Source: an optimization exercise on an open RTL-to-GDS flow (aim: small area). Production flows keep margins and buffers that such runs may drop.
The RTL was checked by simulation tests, not by an equivalence proof against the original design.
Power is estimated from default activity; no workload was simulated.

===== design/flow/design.v =====
`default_nettype none
package frog_pkg;
    function automatic logic ge_k(input logic [10:0] x, input logic [10:0] k);    
        logic res;
        res = 1'b1;
        for (int i = 0; i < 11; i++) res = k[i] ? (x[i] & res) : (x[i] | res);
        ge_k = res;
    endfunction
    function automatic logic le_k(input logic [10:0] x, input logic [10:0] k);    
        logic res;
        res = 1'b1;
        for (int i = 0; i < 11; i++) res = k[i] ? (!x[i] | res) : (!x[i] & res);
        le_k = res;
    endfunction
    function automatic logic in_k(input logic [10:0] x, input logic [10:0] lo, input logic [10:0] hi);
        in_k = ge_k(x, lo) && le_k(x, hi);
    endfunction
    localparam int NUM_CARS = 10;
    localparam int NUM_LANES = 5;
    localparam int RING = 645;    
    localparam int BOFS = 684;
    localparam logic [NUM_LANES*10-1:0] LANE_Y_FLAT = {10'd54, 10'd141, 10'd230, 10'd315, 10'd403};
    function automatic logic [9:0] lane_y(input int i);
        lane_y = LANE_Y_FLAT[i*10 +: 10];
    endfunction
    localparam logic [NUM_CARS*10-1:0] CAR_OFS_FLAT = {10'd320, 10'd0, 10'd240, 10'd0, 10'd350, 10'd10, 10'd340, 10'd20, 10'd300, 10'd0};
    function automatic logic [9:0] car_ofs(input int i);
        car_ofs = CAR_OFS_FLAT[i*10 +: 10];
    endfunction
    localparam logic [NUM_LANES*10-1:0] ROAD_TOP_FLAT = {10'd387, 10'd299, 10'd211, 10'd123, 10'd35};
    function automatic logic [9:0] road_top(input int i);
        road_top = ROAD_TOP_FLAT[i*10 +: 10];
    endfunction
    localparam logic [NUM_LANES*10-1:0] ROAD_BOT_FLAT = {10'd431, 10'd343, 10'd255, 10'd167, 10'd79};
    function automatic logic [9:0] road_bot(input int i);
        road_bot = ROAD_BOT_FLAT[i*10 +: 10];
    endfunction
    localparam logic [3:0] C_RED    = 4'd8;
    localparam logic [3:0] C_GREEN  = 4'd6;
    localparam logic [3:0] C_FROG   = 4'd4;
    localparam logic [3:0] C_PINK   = 4'd13;
    localparam logic [3:0] C_BLUE   = 4'd5;
    localparam logic [3:0] C_ORANGE = 4'd10;
    localparam logic [3:0] C_PURPLE = 4'd1;
    localparam logic [3:0] C_YELLOW = 4'd14;
    localparam logic [3:0] C_SKY    = 4'd7;
    localparam logic [3:0] C_ROAD   = 4'd0;
    localparam logic [3:0] C_MEDIAN = 4'd3;
    localparam logic [NUM_CARS*4-1:0] CAR_CLASS_FLAT = {C_YELLOW, C_PINK, C_ORANGE, C_PURPLE, C_PURPLE,
                                                        C_ORANGE, C_ORANGE, C_RED, C_BLUE, C_PINK};
    function automatic logic [3:0] car_class(input int i);
        car_class = CAR_CLASS_FLAT[i*4 +: 4];
    endfunction
    function automatic logic [23:0] class_color(input logic [3:0] c);
        class_color = ({24{c == C_RED}}    & 24'hFF0000) |
                      ({24{c == C_GREEN}}  & 24'h00FF00) |
                      ({24{c == C_FROG}}   & 24'h014820) |
                      ({24{c == C_PINK}}   & 24'hFFC0CB) |
                      ({24{c == C_BLUE}}   & 24'h0000FF) |
                      ({24{c == C_ORANGE}} & 24'hFFA500) |
                      ({24{c == C_PURPLE}} & 24'h800080) |
                      ({24{c == C_YELLOW}} & 24'hFFFF00) |
                      ({24{c == C_SKY}}    & 24'h00FFFF) |
                      ({24{c == C_MEDIAN}} & 24'hAAAAAA);
    endfunction
    localparam logic [NUM_CARS*11-1:0] WRAP_B_FLAT = {11'd359, 11'd0, 11'd279, 11'd0, 11'd391, 11'd51, 11'd383, 11'd63, 11'd343, 11'd0};
    function automatic logic car_wrapped(input logic [9:0] b, input int i);
        car_wrapped = le_k(11'(b), WRAP_B_FLAT[i*11 +: 11]);
    endfunction
    function automatic logic car_xhit(input logic [10:0] db, input logic [9:0] b,
                                      input logic first9, input int i);
        int k;
        k = car_ofs(i);
        if (i == 9 && first9) begin
            car_xhit = in_k(db, 11'(BOFS + k + 2), 11'(BOFS + k + 41));
        end else if (k == 0) begin
            car_xhit = in_k(db, 11'(BOFS), 11'(BOFS + 39));
        end else if (car_wrapped(b, i)) begin
            car_xhit = in_k(db, 11'(BOFS + k - RING), 11'(BOFS + k - RING + 39));
        end else begin
            car_xhit = in_k(db, 11'(BOFS + k), 11'(BOFS + k + 39));
        end
    endfunction
endpackage
`default_nettype wire
`timescale 1ns/1ps
`default_nettype none
module car_traffic (
    input  wire logic       clk,
    input  wire logic       rst,
    output logic [9:0]      b,      
    output logic            first9     
);
    logic [7:0] timer;
    logic       tick;
    assign tick = (timer == 8'd128);
    always_ff @(posedge clk or negedge rst) begin
        if (!rst) begin
            timer <= '0;
        end else begin
            timer <= {timer[6:0], ~(timer[7] ^ timer[1] ^ (timer[2] & ~timer[3]))};
        end
    end
    always_ff @(posedge clk or negedge rst) begin
        if (!rst) begin
            b <= 10'(frog_pkg::BOFS);
            first9 <= 1'b1;
        end else if (tick) begin
            b <= (b == 10'(frog_pkg::BOFS - 640)) ? 10'(frog_pkg::BOFS) : b - 10'd5;
            if (b == 10'(frog_pkg::BOFS - 320)) first9 <= 1'b0;    
        end
    end
endmodule
`default_nettype wire
`timescale 1ns/1ps
`default_nettype none
module frog_control #(
    parameter int FROG_PERIOD = 3
) (
    input  wire logic       clk,
    input  wire logic       rst,
    input  wire logic [3:0] keys,      
    output logic [9:0]      fx,
    output logic [8:0]      fy,
    output logic            win
);
    localparam int TW = $clog2(FROG_PERIOD + 1);
    logic [TW-1:0] timer;
    logic          step;
    logic          go_left, go_right, go_up, go_down;
    assign step = (timer == TW'(FROG_PERIOD));
    assign go_right = keys[0] && frog_pkg::le_k(11'(fx), 11'd619);
    assign go_left  = keys[1] && frog_pkg::ge_k(11'(fx), 11'd21);
    assign go_down  = keys[2] && frog_pkg::le_k(11'(fy), 11'd459);
    assign go_up    = keys[3] && frog_pkg::ge_k(11'(fy), 11'd6);
    always_ff @(posedge clk or negedge rst) begin
        if (!rst) begin
            timer <= '0;
            fx <= 10'd320;
            fy <= 9'd451;
        end else if (!win) begin
            if (step) begin
                timer <= '0;
                if (go_right) begin
                    fx <= fx + 10'd1;
                end else if (go_left) begin
                    fx <= fx - 10'd1;
                end
                if (go_down) begin
                    fy <= fy + 9'd1;
                end else if (go_up) begin
                    fy <= fy - 9'd1;
                end
            end else begin
                timer <= timer + 1'b1;
            end
        end
    end
    always_ff @(posedge clk or negedge rst) begin
        if (!rst) begin
            win <= 1'b0;
        end else begin
            win <= frog_pkg::le_k(11'(fy), 11'd30);
        end
    end
endmodule
`default_nettype wire
`timescale 1ns/1ps
`default_nettype none
module collision_detect (
    input  wire logic       clk,
    input  wire logic       rst,
    input  wire logic [9:0] b,
    input  wire logic       first9,
    input  wire logic [9:0] fx,
    input  wire logic [8:0] fy,
    output logic            game_over
);
    logic [10:0] db;
    logic        hit;
    assign db = {1'b0, fx} + {1'b0, b};    
    always_comb begin
        hit = 1'b0;
        for (int i = 0; i < frog_pkg::NUM_CARS; i++) begin
            if (frog_pkg::in_k(11'(fy), 11'(frog_pkg::lane_y(i/2) - 10'd15), 11'(frog_pkg::lane_y(i/2) + 10'd19)) &&
                frog_pkg::car_xhit(db, b, first9, i)) begin
                hit = 1'b1;
            end
        end
    end
    always_ff @(posedge clk or negedge rst) begin
        if (!rst) begin
            game_over <= 1'b0;
        end else if (hit) begin
            game_over <= 1'b1;
        end
    end
endmodule
`default_nettype wire
`timescale 1ns/1ps
`default_nettype none
module pixel_painter (
    input  wire logic        clk,
    input  wire logic        rst,
    input  wire logic        req_valid,
    input  wire logic [9:0]  req_x,
    input  wire logic [9:0]  req_y,
    input  wire logic [9:0]  b,
    input  wire logic        first9,
    input  wire logic [9:0]  fx,
    input  wire logic [8:0]  fy,
    input  wire logic        win,
    input  wire logic        game_over,
    output logic             resp_valid,
    output logic [23:0]      resp_color
);
    logic [10:0] db;
    assign db = {1'b0, req_x} + {1'b0, b};    
    logic [3:0]  bg;
    logic        frog_hit;
    logic        car_hit;
    logic [3:0]  car_cls;
    logic [10:0] xd;
    logic [10:0] yd;
    always_comb begin
        bg = frog_pkg::C_MEDIAN;
        if (frog_pkg::le_k(11'(req_y), 11'd35)) begin
            bg = frog_pkg::C_SKY;
        end
        for (int n = 0; n < frog_pkg::NUM_LANES; n++) begin
            if (frog_pkg::in_k(11'(req_y), 11'(frog_pkg::road_top(n) + 10'd1), 11'(frog_pkg::road_bot(n)))) begin
                bg = frog_pkg::C_ROAD;
            end
        end
    end
    assign xd = {1'b0, req_x} - {1'b0, fx};
    assign yd = {1'b0, req_y} - {2'b0, fy};
    assign frog_hit = frog_pkg::le_k(xd, 11'd14) && frog_pkg::le_k(yd, 11'd14);
    always_comb begin
        car_hit = 1'b0;
        car_cls = '0;
        for (int i = 0; i < frog_pkg::NUM_CARS; i++) begin
            if (frog_pkg::in_k(11'(req_y), 11'(frog_pkg::lane_y(i/2)), 11'(frog_pkg::lane_y(i/2) + 10'd19)) &&
                frog_pkg::car_xhit(db, b, first9, i)) begin
                car_hit = 1'b1;
                car_cls = frog_pkg::car_class(i);
            end
        end
    end
    logic [3:0] cls;
    always_comb begin
        if (game_over)     cls = frog_pkg::C_RED;
        else if (win)      cls = frog_pkg::C_GREEN;
        else if (frog_hit) cls = frog_pkg::C_FROG;
        else if (car_hit)  cls = car_cls;
        else               cls = bg;
    end
    logic       s1_valid;
    logic [3:0] s1_cls;
    logic [3:0] s2_cls;
    always_ff @(posedge clk or negedge rst) begin
        if (!rst) begin
            s1_valid <= 1'b0;
            resp_valid <= 1'b0;
        end else begin
            s1_valid <= req_valid;
            resp_valid <= s1_valid;
        end
    end
    always_ff @(posedge clk) begin
        s1_cls <= cls;
        s2_cls <= s1_cls;
    end
    assign resp_color = frog_pkg::class_color(s2_cls);
endmodule
`default_nettype wire
`timescale 1ns/1ps
`default_nettype none
module frog_game_top #(
    parameter int CAR_PERIOD = 199,
    parameter int FROG_PERIOD = 3
) (
    input  wire logic        clk,
    input  wire logic        rst,
    input  wire logic [3:0]  keys,
    input  wire logic        pix_req_valid,
    input  wire logic [9:0]  pix_req_x,
    input  wire logic [9:0]  pix_req_y,
    output logic             pix_resp_valid,
    output logic [23:0]      pix_resp_color,
    output logic             win,
    output logic             game_over
);
    logic [9:0] b;
    logic       first9;
    logic [9:0] fx;
    logic [8:0] fy;
    car_traffic traffic_i (
        .clk    (clk),
        .rst    (rst),
        .b      (b),
        .first9 (first9)
    );
    frog_control #(.FROG_PERIOD(FROG_PERIOD)) frog_i (
        .clk  (clk),
        .rst  (rst),
        .keys (keys),
        .fx   (fx),
        .fy   (fy),
        .win  (win)
    );
    collision_detect collide_i (
        .clk       (clk),
        .rst       (rst),
        .b         (b),
        .first9    (first9),
        .fx        (fx),
        .fy        (fy),
        .game_over (game_over)
    );
    pixel_painter painter_i (
        .clk        (clk),
        .rst        (rst),
        .req_valid  (pix_req_valid),
        .req_x      (pix_req_x),
        .req_y      (pix_req_y),
        .b          (b),
        .first9     (first9),
        .fx         (fx),
        .fy         (fy),
        .win        (win),
        .game_over  (game_over),
        .resp_valid (pix_resp_valid),
        .resp_color (pix_resp_color)
    );
endmodule
`default_nettype wire
`timescale 1ns/1ps
`default_nettype none
module frog_game (
    input  wire logic        clk,
    input  wire logic        rst,             
    input  wire logic [3:0]  keys,            
    input  wire logic        pix_req_valid,
    input  wire logic [9:0]  pix_req_x,
    input  wire logic [9:0]  pix_req_y,
    output logic             pix_resp_valid,
    output logic [23:0]      pix_resp_color,
    output logic             win,
    output logic             game_over
);
    frog_game_top #(.CAR_PERIOD(199), .FROG_PERIOD(3)) core_i (
        .clk            (clk),
        .rst            (rst),
        .keys           (keys),
        .pix_req_valid  (pix_req_valid),
        .pix_req_x      (pix_req_x),
        .pix_req_y      (pix_req_y),
        .pix_resp_valid (pix_resp_valid),
        .pix_resp_color (pix_resp_color),
        .win            (win),
        .game_over      (game_over)
    );
endmodule
`default_nettype wire

===== design/flow/flow/run.sh =====
#!/bin/bash
# Standard ORFS synthesis, then the combinational logic re-mapped by ABC for area
# (flip-flops kept as they are: same instances, names and cell types), then the
# standard ORFS layout from that netlist with a few layout settings changed.
set -euo pipefail
HERE=$(pwd)
RES=$HERE/orfs/results/$FLOW_PLATFORM/frog_game/base
LIB=$FLOW_HOME/platforms/sky130hd/lib/sky130_fd_sc_hd__tt_025C_1v80.lib

bash standard.sh synth > synth_standard.log 2>&1

# the same dont_use list the standard synthesis gave ABC
DU=$(grep -o -- "-dont_use [A-Za-z0-9_]*" orfs/logs/$FLOW_PLATFORM/frog_game/base/1_2_yosys.log | sort -u | tr '\n' ' ')
cp $RES/1_2_yosys.v $HERE/netlist_standard.v

# ABC area mapping from a few random seeds of its AIG optimisation; keep the smallest
remap() {
  local s=$1
  sed "s/SEED/$s/" $HERE/flow/area.abc > $HERE/area_$s.abc
  cat > $HERE/remap_$s.ys <<EOT
read_liberty -ignore_miss_func $LIB
read_verilog $HERE/netlist_standard.v
hierarchy -top $FLOW_TOP
blackbox sky130_fd_sc_hd__df*
flatten
opt_clean -purge
abc -liberty $LIB $DU -script $HERE/area_$s.abc -D 6000
opt_clean -purge
hilomap -singleton -hicell sky130_fd_sc_hd__conb_1 HI -locell sky130_fd_sc_hd__conb_1 LO
opt_clean -purge
blackbox sky130_fd_sc_hd__*
tee -o $HERE/remap_$s.stat stat -liberty $LIB
write_verilog -noattr -nohex -nodec $HERE/netlist_remap_$s.v
EOT
  yosys -l $HERE/remap_yosys_$s.log -q $HERE/remap_$s.ys > /dev/null 2>&1
}
for s in 1 2 3 4; do remap $s & done
wait
best=""; besta=""
for s in 1 2 3 4; do
  a=$(grep "Chip area" $HERE/remap_$s.stat | awk '{print $NF}')
  echo "seed $s: $a" >> $HERE/remap_choice.log
  if [[ -z "$best" ]] || awk "BEGIN{exit !($a < $besta)}"; then best=$s; besta=$a; fi
done
echo "chosen seed $best: $besta" >> $HERE/remap_choice.log
cp $HERE/netlist_remap_$best.v $RES/1_2_yosys.v
rm -f $RES/1_synth.odb $RES/1_synth.sdc

# Port buffers on every port as the standard flow places them, but with the
# smallest buffer cell; clock tree from small clock buffers without dummy loads.
source $HERE/flow/settings.sh
bash standard.sh "BUFFER_PORTS_ARGS=-buffer_cell sky130_fd_sc_hd__buf_1" "CTS_ARGS=$CTS" "${EXTRA[@]}" finish > layout_standard.log 2>&1

===== design/flow/flow/area.abc =====
strash
&get -n
&deepsyn -T 40 -S SEED
&put
dch -f
amap -m
topo

===== design/flow/flow/settings.sh =====
CTS="-sink_clustering_enable -repair_clock_nets -dont_use_dummy_load -buf_list {sky130_fd_sc_hd__clkbuf_4 sky130_fd_sc_hd__clkbuf_8} -root_buf sky130_fd_sc_hd__clkbuf_8"
EXTRA=(GPL_TIMING_DRIVEN=0 CORE_UTILIZATION=55 PLACE_DENSITY=0.7)

===== design/flow/standard.sh =====
#!/bin/bash
# synth_recipe.tcl (not shown) runs the flow's synth.tcl, then flattens the netlist and writes it again
# the make line also repeats each setting of config.mk as NAME=value (left out here)
make -C /OpenROAD-flow-scripts/flow DESIGN_CONFIG=/design/flow/config.mk WORK_HOME=/design/flow/orfs CLKGATE_MAP_FILE= SYNTH_SCRIPT=/design/flow/synth_recipe.tcl "${@:-finish}"

===== design/flow/config.mk =====
export PLATFORM = sky130hd
export DESIGN_NAME = frog_game
export DESIGN_NICKNAME = frog_game
export VERILOG_FILES = /design/flow/design.v
export SDC_FILE = /design/flow/constraint.sdc
export NUM_CORES = 4
export LEC_CHECK = 0
export CAP_MARGIN = 20
export CORE_MARGIN = 2
export CORE_UTILIZATION = 40
export PLACE_DENSITY = 0.6
export SLEW_MARGIN = 20

===== design/flow/constraint.sdc =====
create_clock -name core_clock -period 6.0 [get_ports {clk}]
set_input_delay 1.2000 -clock core_clock [delete_from_list [all_inputs] [get_ports {clk}]]
set_output_delay 1.2000 -clock core_clock [all_outputs]
set_load 0.01 [all_outputs]

==> results of run 1 <==
## flip-flops by register name (all words and copies together), names as in the netlist
| register | count |
|---|---|
| core_i.painter_i.s2_cls | 4 |
| core_i.traffic_i.b | 10 |
| core_i.painter_i.s1_valid | 1 |
| core_i.traffic_i.timer | 8 |
| core_i.traffic_i.first9 | 1 |
| core_i.frog_i.fx | 10 |
| core_i.collide_i.game_over | 1 |
| core_i.painter_i.resp_valid | 1 |
| core_i.frog_i.win | 1 |
| core_i.frog_i.fy | 9 |
| core_i.frog_i.timer | 2 |
| core_i.painter_i.s1_cls | 4 |
## area by class of cell
class,count,area [um^2]
Fill cell,767,3140
Sequential cell,52,1280
Multi-Input combinational cell,555,2880
Tap cell,105,131
Inverter,100,375
Clock buffer,5,68.8
Timing Repair Buffer,54,220
## routing by layer
metal / vias to the layer above / track usage, % / routed length [um]
li1: 2668 / - / -
met3: 40 / 5.43 / 1120
met2: 286 / 58.6 / 7230
met5: - / 0 / 0
met4: 0 / 10.9 / 410
met1: 2520 / 41.1 / 5960
## worst paths after layout
kind / startpoint / endpoint / cells past startpoint
hold reg to reg: core_i.painter_i.s1_cls[1]$_SDFF_PP0_ / core_i.painter_i.s2_cls[1]$_DFF_P_ / 0
hold / removal: core_i.painter_i.s1_cls[1]$_SDFF_PP0_ / core_i.painter_i.s2_cls[1]$_DFF_P_ / 0
setup reg to reg: core_i.traffic_i.b[1]$_DFFE_PN0P_ / core_i.painter_i.s1_cls[1]$_SDFF_PP0_ / 25
setup / recovery: pix_req_x[1] / core_i.painter_i.s1_cls[1]$_SDFF_PP0_ / 26
max in group asynchronous: rst / core_i.frog_i.fx[6]$_DFFE_PN1P_ / 2
min in group asynchronous: rst / core_i.frog_i.fy[4]$_DFFE_PN0P_ / 1
## through the flow
stage	hold slack [ns]	setup slack, ns	instances
floorplan	0.310	1.52	707
global placement	0.311	0.557	865
detailed placement	0.315	0.459	866
CTS	0.331	0.749	871
global route	0.335	0.350	871
finish	0.329	0.562	871
## power breakdown
part	switching (mW)	internal [mW]	total [mW]
clock	0.112	0.0757	0.187
combinational	0.551	0.269	0.820
sequential	0.109	0.416	0.524
## placed cells by master, fill, tap and decap left out, types with 3 or more instances in the layout
| cell | instances |
|---|---|
| a211oi_1 | 11 |
| clkinv_1 | 100 |
| a32oi_1 | 5 |
| nand2_1 | 84 |
| o21ai_0 | 77 |
| o41ai_1 | 3 |
| dfstp_2 | 13 |
| a221oi_1 | 3 |
| o221ai_1 | 7 |
| dfxtp_1 | 8 |
| a22oi_1 | 19 |
| a31oi_1 | 8 |
| nand3_1 | 9 |
| o211ai_1 | 4 |
| clkbuf_8 | 5 |
| nor3_1 | 28 |
| dfrtp_1 | 31 |
| or4_1 | 7 |
| o21a_1 | 15 |
| o21bai_1 | 3 |
| nor2_1 | 162 |
| o311ai_0 | 4 |
| o22ai_1 | 19 |
| or3_1 | 5 |
| nor4_1 | 12 |
| buf_1 | 52 |
| o22a_1 | 4 |
| a21oi_1 | 34 |
| or2_0 | 3 |
| o32a_1 | 3 |
| nor2b_1 | 3 |
==> summary.txt, run 1 <==
- Status: complete, no violations
- Post-CTS setup buffers: 0
- CTS tree: built
- Layout cell share with drive strength beyond 1: ~2.6%
- Leak: around 1.8 nW
- Clock Skews: roughly 0.026 ns
- Largest net degree at the start of global routing: 35
- Via count: around 5500
- Synth warn: 4
- H-tree depth: 2
- Tightest Pin Transition: 1.09 ns
- Placement Cell Area: roughly 5000 um^2
- RSZ-0062 raised after global routing: no
- Worst Setup Start Kind: primary input
- Pwr/cell area: around 310 nW/um^2
- Die X: between 90 and 100 um
- Clock Latency Late Sink: 0.31 ns
- Final hold vios: 0
- CTS clk-pin slew, worst paths: about 0.07 ns
- RePlAce Congestion: ~1
- Bufs on Longest Clock Path: 2
- Syn Std Cell Area: 4530 um^2
- VDD IR max: around 0.22 mV
- WP data arrival: 5.61 ns
- Setup violations, final: 0
- Die ar.: approximately 9000 um^2
- IO buf count: 53
- Maximum clock frequency: about 0.18 GHz
- Number of DRC markers in iteration 0: 399
- Core box area: about 8100 um^2
- Post-layout power: between 1.5 and 2 mW
- Setup_tns: 0 ns
- Vias/cell: roughly 6.3
- CTS Hold Bufs: 0
- DRC viols: 0
- Cell Rows: 33
- Max-cap violation count: 0
- DR pass1 iterations: 6
- Crit path time final: between 5 and 6 ns
- Tcrit/Tclk final: a little over 90%
- CP Capture Type: flip-flop
- Fin area: between 4000 and 5000 um^2
- Final core utilization: approximately three fifths
- CTS Root Cell: clkbuf_8
- Synthesized netlist net count: around 730
- DIE HEIGHT: between 90 and 100 um
- GRT Total Usage: ~33%
- Routed wire length: between 10 and 15 mm
- First-pass GRT wire length: 23.5 mm
- TritonCTS buffer count: 5
- Initial antenna violation count: 0
- CP top delay family: compound AO/OA/AOI/OAI gates
- Vias in the first global route: about 5000
- CP max stage cell: o311ai_0
- Most common cell on crit path: nand2_1
- Io pins: 54
- Post-CTS Resized: 0
- Total gr overflow: 0
- Area grow syn2layout: 9.27%
- R2r setup slk: 1.16 ns
- Mapped Avg Cell Area: roughly 6.4 um^2
- Antenna Cells: 0
- CTS Sinks: between 50 and 60
- Required time worst endpoint: 6.17 ns
- Nets@finish: 795
- WP buf/inv: 3
- Final Max Tran Viols: 0
- Cell count after synthesis: between 700 and 800
- Slew HR: 26.6%
- DP Wirelength: 11.9 mm
- Max incr delay on CP: around 0.9 ns
- Critical path type: in2reg
- Worst-path fanout max: 4
- Drt wl/cell: roughly 17 um
- Initial core utilization: a little under three fifths
- Hold crit path type: reg2reg
- ANT nets after route: 0
==> inputs of run 2 (changes only) <==
--- a/design/flow/design.v
+++ b/design/flow/design.v
@@ -15,6 +15,14 @@
     function automatic logic in_k(input logic [10:0] x, input logic [10:0] lo, input logic [10:0] hi);
         in_k = ge_k(x, lo) && le_k(x, hi);
     endfunction
+    function automatic logic in_win15(input logic [9:0] p, input logic [9:0] q);
+        logic [5:0] qh1;
+        logic       same, next;
+        qh1 = q[9:4] + 6'd1;
+        same = (p[9:4] == q[9:4]) && (p[3:0] >= q[3:0]) && !(p[3:0] == 4'd15 && q[3:0] == 4'd0);
+        next = (p[9:4] == qh1) && ({1'b0, p[3:0]} + 5'd2 <= {1'b0, q[3:0]});
+        in_win15 = same || next;
+    endfunction
     localparam int NUM_CARS = 10;
     localparam int NUM_LANES = 5;
     localparam int RING = 645;    
@@ -129,10 +137,10 @@
     logic          step;
     logic          go_left, go_right, go_up, go_down;
     assign step = (timer == TW'(FROG_PERIOD));
-    assign go_right = keys[0] && frog_pkg::le_k(11'(fx), 11'd619);
-    assign go_left  = keys[1] && frog_pkg::ge_k(11'(fx), 11'd21);
-    assign go_down  = keys[2] && frog_pkg::le_k(11'(fy), 11'd459);
-    assign go_up    = keys[3] && frog_pkg::ge_k(11'(fy), 11'd6);
+    assign go_right = keys[0] && (fx != 10'd620);
+    assign go_left  = keys[1] && (fx != 10'd20);
+    assign go_down  = keys[2] && (fy != 9'd460);
+    assign go_up    = keys[3] && (fy != 9'd5);
     always_ff @(posedge clk or negedge rst) begin
         if (!rst) begin
             timer <= '0;
@@ -220,8 +228,6 @@
     logic        frog_hit;
     logic        car_hit;
     logic [3:0]  car_cls;
-    logic [10:0] xd;
-    logic [10:0] yd;
     always_comb begin
         bg = frog_pkg::C_MEDIAN;
         if (frog_pkg::le_k(11'(req_y), 11'd35)) begin
@@ -233,9 +239,7 @@
             end
         end
     end
-    assign xd = {1'b0, req_x} - {1'b0, fx};
-    assign yd = {1'b0, req_y} - {2'b0, fy};
-    assign frog_hit = frog_pkg::le_k(xd, 11'd14) && frog_pkg::le_k(yd, 11'd14);
+    assign frog_hit = frog_pkg::in_win15(req_x, fx) && frog_pkg::in_win15(req_y, {1'b0, fy});
     always_comb begin
         car_hit = 1'b0;
         car_cls = '0;
==> summary.txt, run 2 <==
- Status: complete, no violations (unchanged)
- Total gr overflow: 0 (unchanged)
- IO buf count: 53 (unchanged)
- Regs by FF count: core_i.frog_i.fx x10, core_i.traffic_i.b x10, core_i.frog_i.fy x9 (unchanged)
- DR pass1 iterations: 7 (was 6)
- Hold crit path type: reg2reg (unchanged)
- Layout cell share with drive strength beyond 1: 2.64% (was 2.61%)
- Register area: 1280 um^2 (unchanged)
- Clock network power share: 9.4% (was 12.2%)
- R2r setup slk: 0.96 ns (was 1.16 ns)
- Die X: 94.7 um (was 94.8 um)
- Crit path launch: pix_req_x[2] (was pix_req_x[1])
- Most common cell on crit path: nor2_1 (was nand2_1)
- Number of DRC markers in iteration 0: 462 (was 399)
- Nets@finish: 786 (was 795)
- CTS Hold Bufs: 0 (unchanged)
- Critical path type: in2reg (unchanged)
- Clock Skews: 0.0305 ns (was 0.0260 ns)
- CP Cell Sequence: buf_1, clkinv_1, a22oi_1, nand2_1, o21a_1, nand2_1, o21ai_0, nand2_1, o21ai_0, o21ai_1, clkinv_1, a21oi_1, nor2_1, nor2_1, nand2_1, nor2_1, a21oi_1, a2111oi_0, nor2_1, nor2_1, nor4_1, and3_1, o21bai_1
- Area of the multi-input gates: 2880 um^2 (about the same)
- Hold Slack: 0.328 ns (was 0.329 ns)
- Final core utilization: 61.2% (about the same)
- Synth warn: 4 (unchanged)
- Drt wl/cell: 16.9 um (about the same)
- Initial core utilization: 56.0% (about the same)
- DRC viols: 0 (unchanged)
- Syn Std Cell Area: 4530 um^2 (about the same)
- Setup_tns: 0 ns (unchanged)
- Mapped Avg Cell Area: 6.49 um^2 (was 6.41 um^2)
- Post-CTS Resized: 0 (unchanged)
- TritonCTS buffer count: 5 (unchanged)
- Max incr delay on CP: 0.56 ns (was 0.90 ns)
- CP Capture Type: flip-flop (unchanged)
- Logic pwr share: 60.5% (was 53.5%)
- Antenna Cells: 0 (unchanged)
- ANT nets after route: 0 (unchanged)
- CTS Root Cell: clkbuf_8 (unchanged)
- Vias/cell: 6.45 (was 6.33)
- Worst Setup Start Kind: primary input (unchanged)
- WP data arrival: 5.56 ns (was 5.61 ns)
- Final hold vios: 0 (unchanged)
- RePlAce Congestion: 1.02 (was 1.01)
- Worst-path fanout max: 8 (was 4)
- Final Max Tran Viols: 0 (unchanged)
- Max-cap violation count: 0 (unchanged)
- GRT Total Usage: 33.1% (was 33.2%)
- RSZ-0062 raised after global routing: no (unchanged)
- DP Wirelength: 11.7 mm (was 11.9 mm)
- Sw Share: 54.0% (was 50.4%)
- Slew HR: 33.5% (was 26.6%)
- Commonest non-fill, non-tap cell in the layout: nor2_1 (unchanged)
- CP max stage cell: o21ai_1 (was o311ai_0)
- Hold path start: core_i.painter_i.s1_cls[3]$_SDFF_PP1_ (was core_i.painter_i.s1_cls[1]$_SDFF_PP0_)
- DIE HEIGHT: 94.7 um (was 94.8 um)
- First-pass GRT wire length: 23.4 mm (was 23.5 mm)
- Seq pwr share: 30.2% (was 34.2%)
- Tightest Pin Transition: 0.972 ns (was 1.09 ns)
- Area grow syn2layout: 9.28% (was 9.27%)
- Via count: 5561 (was 5514)
- Tcrit/Tclk final: 89.2% (was 90.6%)
- Core box area: 8090 um^2 (unchanged)
- Post-CTS setup buffers: 0 (unchanged)
- Post-layout power: 1.98 mW (was 1.53 mW)
- Leak: 1.71 nW (was 1.80 nW)
- Layout fillers: 824 (was 767)
- R2r startpoint: core_i.frog_i.fx[1]$_DFFE_PN0P_ (was core_i.traffic_i.b[1]$_DFFE_PN0P_)
- Synthesized netlist net count: 725 (was 734)
- CTS Sinks: 52 (unchanged)
- Io pins: 54 (unchanged)
- Largest net degree at the start of global routing: 32 (was 35)
- Maximum clock frequency: 0.187 GHz (was 0.184 GHz)
- Required time worst endpoint: 6.21 ns (was 6.17 ns)
- Cell count after synthesis: 698 (was 707)
- Clock Latency Late Sink: 0.31 ns (about the same)
- P_int: 0.912 mW (was 0.760 mW)
- Pwr/cell area: 400 nW/um^2 (was 309 nW/um^2)
- Vias in the first global route: 4965 (was 4940)
- Cell Rows: 33 (unchanged)
- Routed wire length: 14.5 mm (was 14.7 mm)
- Initial antenna violation count: 0 (unchanged)
- Die ar.: 8980 um^2 (about the same)
- Bufs on Longest Clock Path: 2 (unchanged)
- CTS clk-pin slew, worst paths: 0.06 ns (was 0.07 ns)
- H-tree depth: 2 (unchanged)
- Psw: 1.07 mW (was 0.771 mW)
- VDD IR max: 0.254 mV (was 0.219 mV)
- Setup violations, final: 0 (unchanged)
- CTS tree: built (unchanged)
- Crit path time final: 5.35 ns (was 5.44 ns)
- Commonest non-fill, non-tap cells in the layout: 133 x nor2_1, 100 x clkinv_1, 72 x o21ai_0 (was 162 x nor2_1, 100 x clkinv_1, 84 x nand2_1)
-- run 2: worst max-delay path, delay by kind of cell --
family | cells | cell delay (ns)
buf+inv | 3 | 0.60
simple gates | 11 | 1.26
compound gates | 9 | 2.49
-- run 2: layout make-up --
class / count / share of cell area (%)
clock buffers: 5 / 1.39
multi-input cells: 546 / 58.1
flip-flops and latches: 52 / 25.8
repair buffers: 54 / 4.45
inverters: 100 / 7.58
well taps: 105 / 2.65
-- run 2: metal layers --
metal | global-route usage [%] | part of all wire (%)
met5 | 0 | 0
met4 | 15.3 | 4.3
met3 | 5.03 | 7.9
met2 | 54.8 | 47
met1 | 42.3 | 41
-- run 2: power groups by stage --
stage | combinational (mW) | clock [mW] | sequential (mW)
after global routing | 1.34 | 0.202 | 0.613
after detailed placement | 1.17 | 0 | 0.597
final | 1.20 | 0.186 | 0.598
after floorplan | 0.868 | 0 | 0.558
after CTS | 1.17 | 0.189 | 0.591
after global placement | 1.15 | 0 | 0.591
-- run 2: through the flow --
stage / worst slack, ns / cell area, um^2 / instances
floorplan: 1.55 / 4530 / 698
global placement: 0.179 / 4860 / 856
detailed placement: 0.295 / 4880 / 857
CTS: 0.560 / 4950 / 862
global route: 0.185 / 4950 / 862
finish: 0.650 / 4950 / 862
-- run 2: path summary, 6_finish.rpt --
check                                                              end  depth (start not counted)
min in group asynchronous              core_i.frog_i.fy[3]$_DFFE_PN0P_                          1
worst min-delay path                core_i.painter_i.s2_cls[3]$_DFF_P_                          0
worst min register to register      core_i.painter_i.s2_cls[3]$_DFF_P_                          0
worst max register to register  core_i.collide_i.game_over$_DFFE_PN0P_                         24
worst max-delay path             core_i.painter_i.s1_cls[3]$_SDFF_PP1_                         23
max in group asynchronous            core_i.traffic_i.b[9]$_DFFE_PN1P_                          2
==> inputs of run 3 (changes only) <==
--- a/design/flow/flow/run.sh
+++ b/design/flow/flow/run.sh
@@ -36,8 +36,10 @@
 }
 for s in 1 2 3 4; do remap $s & done
 wait
+for s in 5 6 7 8; do remap $s & done
+wait
 best=""; besta=""
-for s in 1 2 3 4; do
+for s in 1 2 3 4 5 6 7 8; do
   a=$(grep "Chip area" $HERE/remap_$s.stat | awk '{print $NF}')
   echo "seed $s: $a" >> $HERE/remap_choice.log
   if [[ -z "$best" ]] || awk "BEGIN{exit !($a < $besta)}"; then best=$s; besta=$a; fi
==> summary.txt, run 3 <==
- Status: complete, no violations (unchanged)
- R2r startpoint: core_i.frog_i.fx[1]$_DFFE_PN0P_ (unchanged)
- Sw Share: 54.0% (unchanged)
- CTS tree: built (unchanged)
- Max incr delay on CP: 0.56 ns (about the same)
- Vias/cell: 6.45 (unchanged)
- Final Max Tran Viols: 0 (unchanged)
- DP Wirelength: 11.7 mm (unchanged)
- CTS Root Cell: clkbuf_8 (unchanged)
- DR pass1 iterations: 7 (unchanged)
- CTS Sinks: 52 (unchanged)
- Setup violations, final: 0 (unchanged)
- Core box area: 8090 um^2 (unchanged)
- Area grow syn2layout: 9.28% (unchanged)
- VDD IR max: 0.254 mV (unchanged)
- Nets@finish: 786 (unchanged)
- Via count: 5561 (unchanged)
- Seq pwr share: 30.2% (about the same)
- Setup_tns: 0 ns (unchanged)
- Logic pwr share: 60.5% (about the same)
- Psw: 1.07 mW (unchanged)
- P_int: 0.912 mW (unchanged)
- Required time worst endpoint: 6.21 ns (about the same)
- Total gr overflow: 0 (unchanged)
- Routed wire length: 14.5 mm (unchanged)
- Tcrit/Tclk final: 89.2% (unchanged)
- Hold Slack: 0.328 ns (unchanged)
- TritonCTS buffer count: 5 (unchanged)
- Critical path type: in2reg (unchanged)
- WP data arrival: 5.56 ns (about the same)
- Mapped Avg Cell Area: 6.49 um^2 (unchanged)
- Synthesized netlist net count: 725 (unchanged)
- Antenna Cells: 0 (unchanged)
- RePlAce Congestion: 1.02 (unchanged)
- Io pins: 54 (unchanged)
- Cell count after synthesis: 698 (unchanged)
- Clock Skews: 0.0305 ns (unchanged)
- Cell count of the worst reg-to-reg path: 24 (unchanged)
- Slew HR: 33.5% (unchanged)
- Initial core utilization: 56.0% (unchanged)
- CTS clk-pin slew, worst paths: 0.06 ns (about the same)
- ANT nets after route: 0 (unchanged)
- Clock network power share: 9.4% (about the same)
- Worst-path fanout max: 8 (unchanged)
- Maximum clock frequency: 0.187 GHz (unchanged)
- DIE HEIGHT: 94.7 um (unchanged)
- Initial antenna violation count: 0 (unchanged)
- Synth warn: 4 (unchanged)
- Die ar.: 8980 um^2 (unchanged)
- Final hold vios: 0 (unchanged)
- Hold path start: core_i.painter_i.s1_cls[3]$_SDFF_PP1_ (unchanged)
- Placement Cell Area: 4880 um^2 (unchanged)
- Post-CTS setup buffers: 0 (unchanged)
- H-tree depth: 2 (unchanged)
- Vias in the first global route: 4965 (unchanged)
- Syn Std Cell Area: 4530 um^2 (unchanged)
- Fin area: 4950 um^2 (unchanged)
- Layout cell share with drive strength beyond 1: 2.64% (unchanged)
- Pwr/cell area: 400 nW/um^2 (unchanged)
- Layout fillers: 824 (unchanged)
- CP top delay family: compound AO/OA/AOI/OAI gates (unchanged)
- Die X: 94.7 um (unchanged)
- Hold path endpoint: core_i.painter_i.s2_cls[3]$_DFF_P_ (unchanged)
- CP max stage cell: o21ai_1 (unchanged)
- GRT Total Usage: 33.1% (unchanged)
- Number of DRC markers in iteration 0: 462 (unchanged)
- WP buf/inv: 3 (unchanged)
- Drt wl/cell: 16.9 um (unchanged)
- CP Cell Sequence: buf_1, clkinv_1, a22oi_1, nand2_1, o21a_1, nand2_1, o21ai_0, nand2_1, o21ai_0, o21ai_1, clkinv_1, a21oi_1, nor2_1, nor2_1, nand2_1, nor2_1, a21oi_1, a2111oi_0, nor2_1, nor2_1, nor4_1, and3_1, o21bai_1 (unchanged)
- Most common cell on crit path: nor2_1 (unchanged)
- First-pass GRT wire length: 23.4 mm (unchanged)
- Largest net degree at the start of global routing: 32 (unchanged)
- Tightest Pin Transition: 0.972 ns (unchanged)
- Reg2reg end: core_i.collide_i.game_over$_DFFE_PN0P_ (unchanged)
- Clock Latency Late Sink: 0.31 ns (about the same)
- R2r setup slk: 0.96 ns (about the same)
- Max-cap violation count: 0 (unchanged)
- Bufs on Longest Clock Path: 2 (unchanged)
- Cell Rows: 33 (unchanged)
- Commonest non-fill, non-tap cell in the layout: nor2_1 (unchanged)
- Regs by FF count: core_i.frog_i.fx x10, core_i.traffic_i.b x10, core_i.frog_i.fy x9 (unchanged)
- DRC viols: 0 (unchanged)
- IO buf count: 53 (unchanged)
- RSZ-0062 raised after global routing: no (unchanged)
- Crit path time final: 5.35 ns (unchanged)
- Hold crit path type: reg2reg (unchanged)
- Worst Setup Start Kind: primary input (unchanged)
- Worst hold stages: 0 (unchanged)
- CP Capture Type: flip-flop (unchanged)
- Leak: 1.71 nW (unchanged)
- Commonest non-fill, non-tap cells in the layout: 133 x nor2_1, 100 x clkinv_1, 72 x o21ai_0 (unchanged)
run 3: power groups by stage:
stage	clock network (mW)	registers (mW)	logic, mW
after detailed placement	0	0.597	1.17
after global routing	0.202	0.613	1.34
final	0.186	0.598	1.20
after global placement	0	0.591	1.15
after CTS	0.189	0.591	1.17
after floorplan	0	0.558	0.868
run 3: timing repair:
item / 4_1_cts / 5_1_grt
endpoints found under the setup margin: 0 / 2
gates resized for setup: 0 / 1
hold buffers: 0 / 0
run 3: layer usage:
layer | global-route usage, % | part of all wire (%) | wire, um | vias to the layer above
li1 | - | - | - | 2670
met1 | 42.3 | 41 | 5980 | 2541
met2 | 54.8 | 47 | 6770 | 297
met3 | 5.03 | 7.9 | 1160 | 53
met4 | 15.3 | 4.3 | 626 | 0
met5 | 0 | 0 | 0 | -
run 3: metrics by stage:
| stage | total power, mW | cells | setup slack, ns | util (%) |
|---|---|---|---|---|
| after floorplan | 1.43 | 698 | 1.55 | - |
| after global placement | 1.74 | 856 | 0.179 | 60.0 |
| after detailed placement | 1.76 | 857 | 0.295 | 60.3 |
| after CTS | 1.95 | 862 | 0.560 | 61.2 |
| after global routing | 2.16 | 862 | 0.185 | 61.2 |
| final | 1.98 | 862 | 0.650 | 61.2 |
run 3: cell type report:
| type | instances | area, um^2 | share of cell area [%] |
|---|---|---|---|
| Tap cell | 105 | 131 | 2.65 |
| Sequential cell | 52 | 1280 | 25.8 |
| Multi-Input combinational cell | 546 | 2880 | 58.1 |
| Timing Repair Buffer | 54 | 220 | 4.45 |
| Inverter | 100 | 375 | 7.58 |
| Clock buffer | 5 | 68.8 | 1.39 |
run 3: worst max path at each step:
stage,depth (start not counted),startpoint,end
floorplan,24,pix_req_x[1],core_i.painter_i.s1_cls[3]$_SDFF_PP1_
global placement,23,pix_req_x[2],core_i.painter_i.s1_cls[3]$_SDFF_PP1_
detailed placement,23,pix_req_x[2],core_i.painter_i.s1_cls[3]$_SDFF_PP1_
CTS,23,pix_req_x[2],core_i.painter_i.s1_cls[3]$_SDFF_PP1_
global route,26,pix_req_x[1],core_i.painter_i.s1_cls[3]$_SDFF_PP1_
finish,23,pix_req_x[2],core_i.painter_i.s1_cls[3]$_SDFF_PP1_
==> inputs of run 4 (changes only) <==
--- a/design/flow/flow/run.sh
+++ b/design/flow/flow/run.sh
@@ -36,10 +36,8 @@
 }
 for s in 1 2 3 4; do remap $s & done
 wait
-for s in 5 6 7 8; do remap $s & done
-wait
 best=""; besta=""
-for s in 1 2 3 4 5 6 7 8; do
+for s in 1 2 3 4; do
   a=$(grep "Chip area" $HERE/remap_$s.stat | awk '{print $NF}')
   echo "seed $s: $a" >> $HERE/remap_choice.log
   if [[ -z "$best" ]] || awk "BEGIN{exit !($a < $besta)}"; then best=$s; besta=$a; fi
==> design/flow/flow/settings.sh (replaced) <==
CTS="-sink_clustering_enable -repair_clock_nets -dont_use_dummy_load -buf_list {sky130_fd_sc_hd__clkbuf_4 sky130_fd_sc_hd__clkbuf_8} -root_buf sky130_fd_sc_hd__clkbuf_8 -sink_clustering_size 30 -sink_clustering_max_diameter 200"
EXTRA=(GPL_TIMING_DRIVEN=0 CORE_UTILIZATION=55 PLACE_DENSITY=0.7)
==> summary.txt, run 4 <==
- Area of the multi-input gates: 2880 um^2 (about the same)
- Commonest non-fill, non-tap cell in the layout: nor2_1 (unchanged)
- Antenna Cells: 0 (unchanged)
- Status: complete, no violations (unchanged)
- Seq pwr share: 29.7% (was 30.2%)
- Number of DRC markers in iteration 0: 518 (was 462)
- Nets@finish: 793 (was 786)
- Cell Rows: 33 (unchanged)
- DP Wirelength: 11.4 mm (was 11.7 mm)
- Io pins: 54 (unchanged)
- RSZ-0062 raised after global routing: no (unchanged)
- Core box area: 8130 um^2 (was 8090 um^2)
- Final core utilization: 61.1% (was 61.2%)
- CTS tree: built (unchanged)
- Final setup margin: 0.785 ns (was 0.650 ns)
- Vias/cell: 6.25 (was 6.45)
- Hold crit path type: reg2reg (unchanged)
- Pre-CTS setup slack: 0.410 ns (was 0.295 ns)
- Clock network power share: 9.6% (was 9.4%)
- CP Capture Type: flip-flop (unchanged)
- ANT nets after route: 0 (unchanged)
- Critical path type: in2reg (unchanged)
- Clock Skews: 0.0280 ns (was 0.0305 ns)
- Synth warn: 4 (unchanged)
- Bufs on Longest Clock Path: 2 (unchanged)
- Logic pwr share: 60.7% (was 60.5%)
- Largest net degree at the start of global routing: 32 (unchanged)
- DRC viols: 0 (unchanged)
- Setup violations, final: 0 (unchanged)
- Die X: 95.0 um (was 94.7 um)
- Drt wl/cell: 16.4 um (was 16.9 um)
- Post-layout power: 1.90 mW (was 1.98 mW)
- IO buf count: 53 (unchanged)
- First-pass GRT wire length: 23.2 mm (was 23.4 mm)
- Regs by FF count: core_i.frog_i.fx x10, core_i.traffic_i.b x10, core_i.frog_i.fy x9 (unchanged)
- Via count: 5430 (was 5561)
- P_int: 0.883 mW (was 0.912 mW)
- Psw: 1.02 mW (was 1.07 mW)
- CTS Root Cell: clkbuf_8 (unchanged)
- Pwr/cell area: 382 nW/um^2 (was 400 nW/um^2)
- Sw Share: 53.6% (was 54.0%)
- Required time worst endpoint: 6.21 ns (about the same)
- DIE HEIGHT: 95.0 um (was 94.7 um)
- Die ar.: 9020 um^2 (was 8980 um^2)
- Tcrit/Tclk final: 86.9% (was 89.2%)
- Register area: 1280 um^2 (unchanged)
- Synthesized netlist net count: 732 (was 725)
- Crit path time final: 5.21 ns (was 5.35 ns)
- DR pass1 iterations: 17 (was 7)
- Final Max Tran Viols: 0 (unchanged)
- Final hold vios: 0 (unchanged)
- VDD IR max: 0.210 mV (was 0.254 mV)
- Clock Latency Late Sink: 0.31 ns (about the same)
- TritonCTS buffer count: 5 (unchanged)
- CTS Sinks: 52 (unchanged)
- Max-cap violation count: 0 (unchanged)
- Mapped Avg Cell Area: 6.46 um^2 (was 6.49 um^2)
- Worst Setup Start Kind: primary input (unchanged)
- Commonest non-fill, non-tap cells in the layout: 151 x nor2_1, 104 x clkinv_1, 80 x o21ai_0 (was 133 x nor2_1, 100 x clkinv_1, 72 x o21ai_0)
- Total gr overflow: 0 (unchanged)
- Tightest Pin Transition: 1.06 ns (was 0.972 ns)
- Vias in the first global route: 4873 (was 4965)
- Routed wire length: 14.2 mm (was 14.5 mm)
- H-tree depth: 2 (unchanged)
- WP data arrival: 5.43 ns (was 5.56 ns)
- GRT Total Usage: 32.5% (was 33.1%)
- Leak: 1.74 nW (was 1.71 nW)
- Initial core utilization: 56.0% (about the same)
- Cell count after synthesis: 705 (was 698)
- CTS Hold Bufs: 0 (unchanged)
- Syn Std Cell Area: 4550 um^2 (was 4530 um^2)
- Layout cell share with drive strength beyond 1: 2.62% (was 2.64%)
- Hold Slack: 0.327 ns (was 0.328 ns)
- Initial antenna violation count: 1 (was 0)
- Layout fillers: 789 (was 824)
- RePlAce Congestion: 0.977 (was 1.02)
- Maximum clock frequency: 0.192 GHz (was 0.187 GHz)
- Slew HR: 28.3% (was 33.5%)
- Worst-path fanout max: 6 (was 8)
- Area grow syn2layout: 9.24% (was 9.28%)
- Setup_tns: 0 ns (unchanged)
- CTS clk-pin slew, worst paths: 0.06 ns (about the same)
-- run 4: final cells by class --
cell class / instances / area share, %
repair buffers: 54 / 4.43
flip-flops and latches: 52 / 25.7
well taps: 105 / 2.64
inverters: 104 / 7.85
multi-input cells: 549 / 58.0
clock buffers: 5 / 1.38
-- run 4: worst paths after layout --
path | slack (ns) | from | to | depth (start not counted)
worst max-delay path | 0.79 | pix_req_x[1] | core_i.painter_i.s1_cls[0]$_SDFF_PP0_ | 25
worst min-delay path | 0.33 | core_i.painter_i.s1_cls[3]$_SDFF_PP1_ | core_i.painter_i.s2_cls[3]$_DFF_P_ | 0
worst max register to register | 1.40 | core_i.traffic_i.b[1]$_DFFE_PN0P_ | core_i.painter_i.s1_cls[0]$_SDFF_PP0_ | 24
worst min register to register | 0.33 | core_i.painter_i.s1_cls[3]$_SDFF_PP1_ | core_i.painter_i.s2_cls[3]$_DFF_P_ | 0
max in group asynchronous | 4.64 | rst | core_i.traffic_i.b[9]$_DFFE_PN1P_ | 2
min in group asynchronous | 0.78 | rst | core_i.frog_i.fy[3]$_DFFE_PN0P_ | 1
-- run 4: critical path: stages --
cell,delay (ns)
buf_1,0.19
clkinv_1,0.13
a22oi_1,0.27
nand2_1,0.14
o21ai_0,0.13
nand2_1,0.10
o21a_1,0.13
nand2_1,0.07
o21a_1,0.13
nand2_1,0.07
o21ai_0,0.10
nand2_1,0.09
o21ai_0,0.12
nand2_1,0.10
o21a_1,0.13
nand2_1,0.08
o21ai_0,0.19
o21ai_0,0.33
nor2_1,0.11
a211oi_1,0.49
clkinv_1,0.26
o32ai_1,0.33
a41oi_1,0.20
nor4b_1,0.18
nor3_1,0.15
-- run 4: through the flow --
| step | instance area, um^2 | cells |
|---|---|---|
| 2_1_floorplan | 4550 | 705 |
| 3_3_place_gp | 4880 | 863 |
| 3_5_place_dp | 4900 | 864 |
| 4_1_cts | 4970 | 869 |
| 5_1_grt | 4970 | 869 |
| 6_report | 4970 | 869 |
-- run 4: power groups by stage --
| stage | registers, mW | clock network, mW | logic (mW) |
|---|---|---|---|
| final | 0.564 | 0.183 | 1.15 |
| after global placement | 0.562 | 0 | 1.10 |
| after CTS | 0.558 | 0.190 | 1.12 |
| after global routing | 0.579 | 0.202 | 1.29 |
| after detailed placement | 0.565 | 0 | 1.12 |
| after floorplan | 0.526 | 0 | 0.832 |
-- run 4: timing repair --
item	CTS	global route
endpoints found under the setup margin	0	1
setup buffers	0	0
resized for setup	0	1
-- run 4: routing by layer --
metal  wire length [um]  track usage (%)  vias up
met5                 14                0        -
met4                468             11.6        2
met3               1040             5.03       49
met2               6620             55.1      277
met1               6100             42.0     2430
li1                   -                -     2672

-- what the ideal ports hide --
The flow's constraints put no driver on any port. The routed layouts listed below were extracted and timed again, unchanged, in two steps. Step 1, drivers: a clkbuf_16 drives clk and a buf_2 each remaining input, both assumed. Step 2 also shifts input and output timing later by t, the mid clock arrival at the registers, as if the neighbouring blocks saw the same clock. Slacks: ideal ports / drivers / drivers and shift; pairs: ideal ports / drivers.
| run | t, ns | setup slack, ns | worst setup path at the end |
|---|---|---|---|
| run 1 | 0.333 | 0.562 / 0.574 / 0.241 | input to register |
| run 2 | 0.328 | 0.650 / 0.662 / 0.334 | input to register |
| run 3 | 0.328 | 0.650 / 0.662 / 0.334 | input to register |
| run 4 | 0.331 | 0.785 / 0.791 / 0.461 | input to register |
After both steps setup and hold are still met in every run listed. For run 4, which loses most, drivers alone change the setup slack by +0.006 ns; drivers and shift together by -0.324 ns.
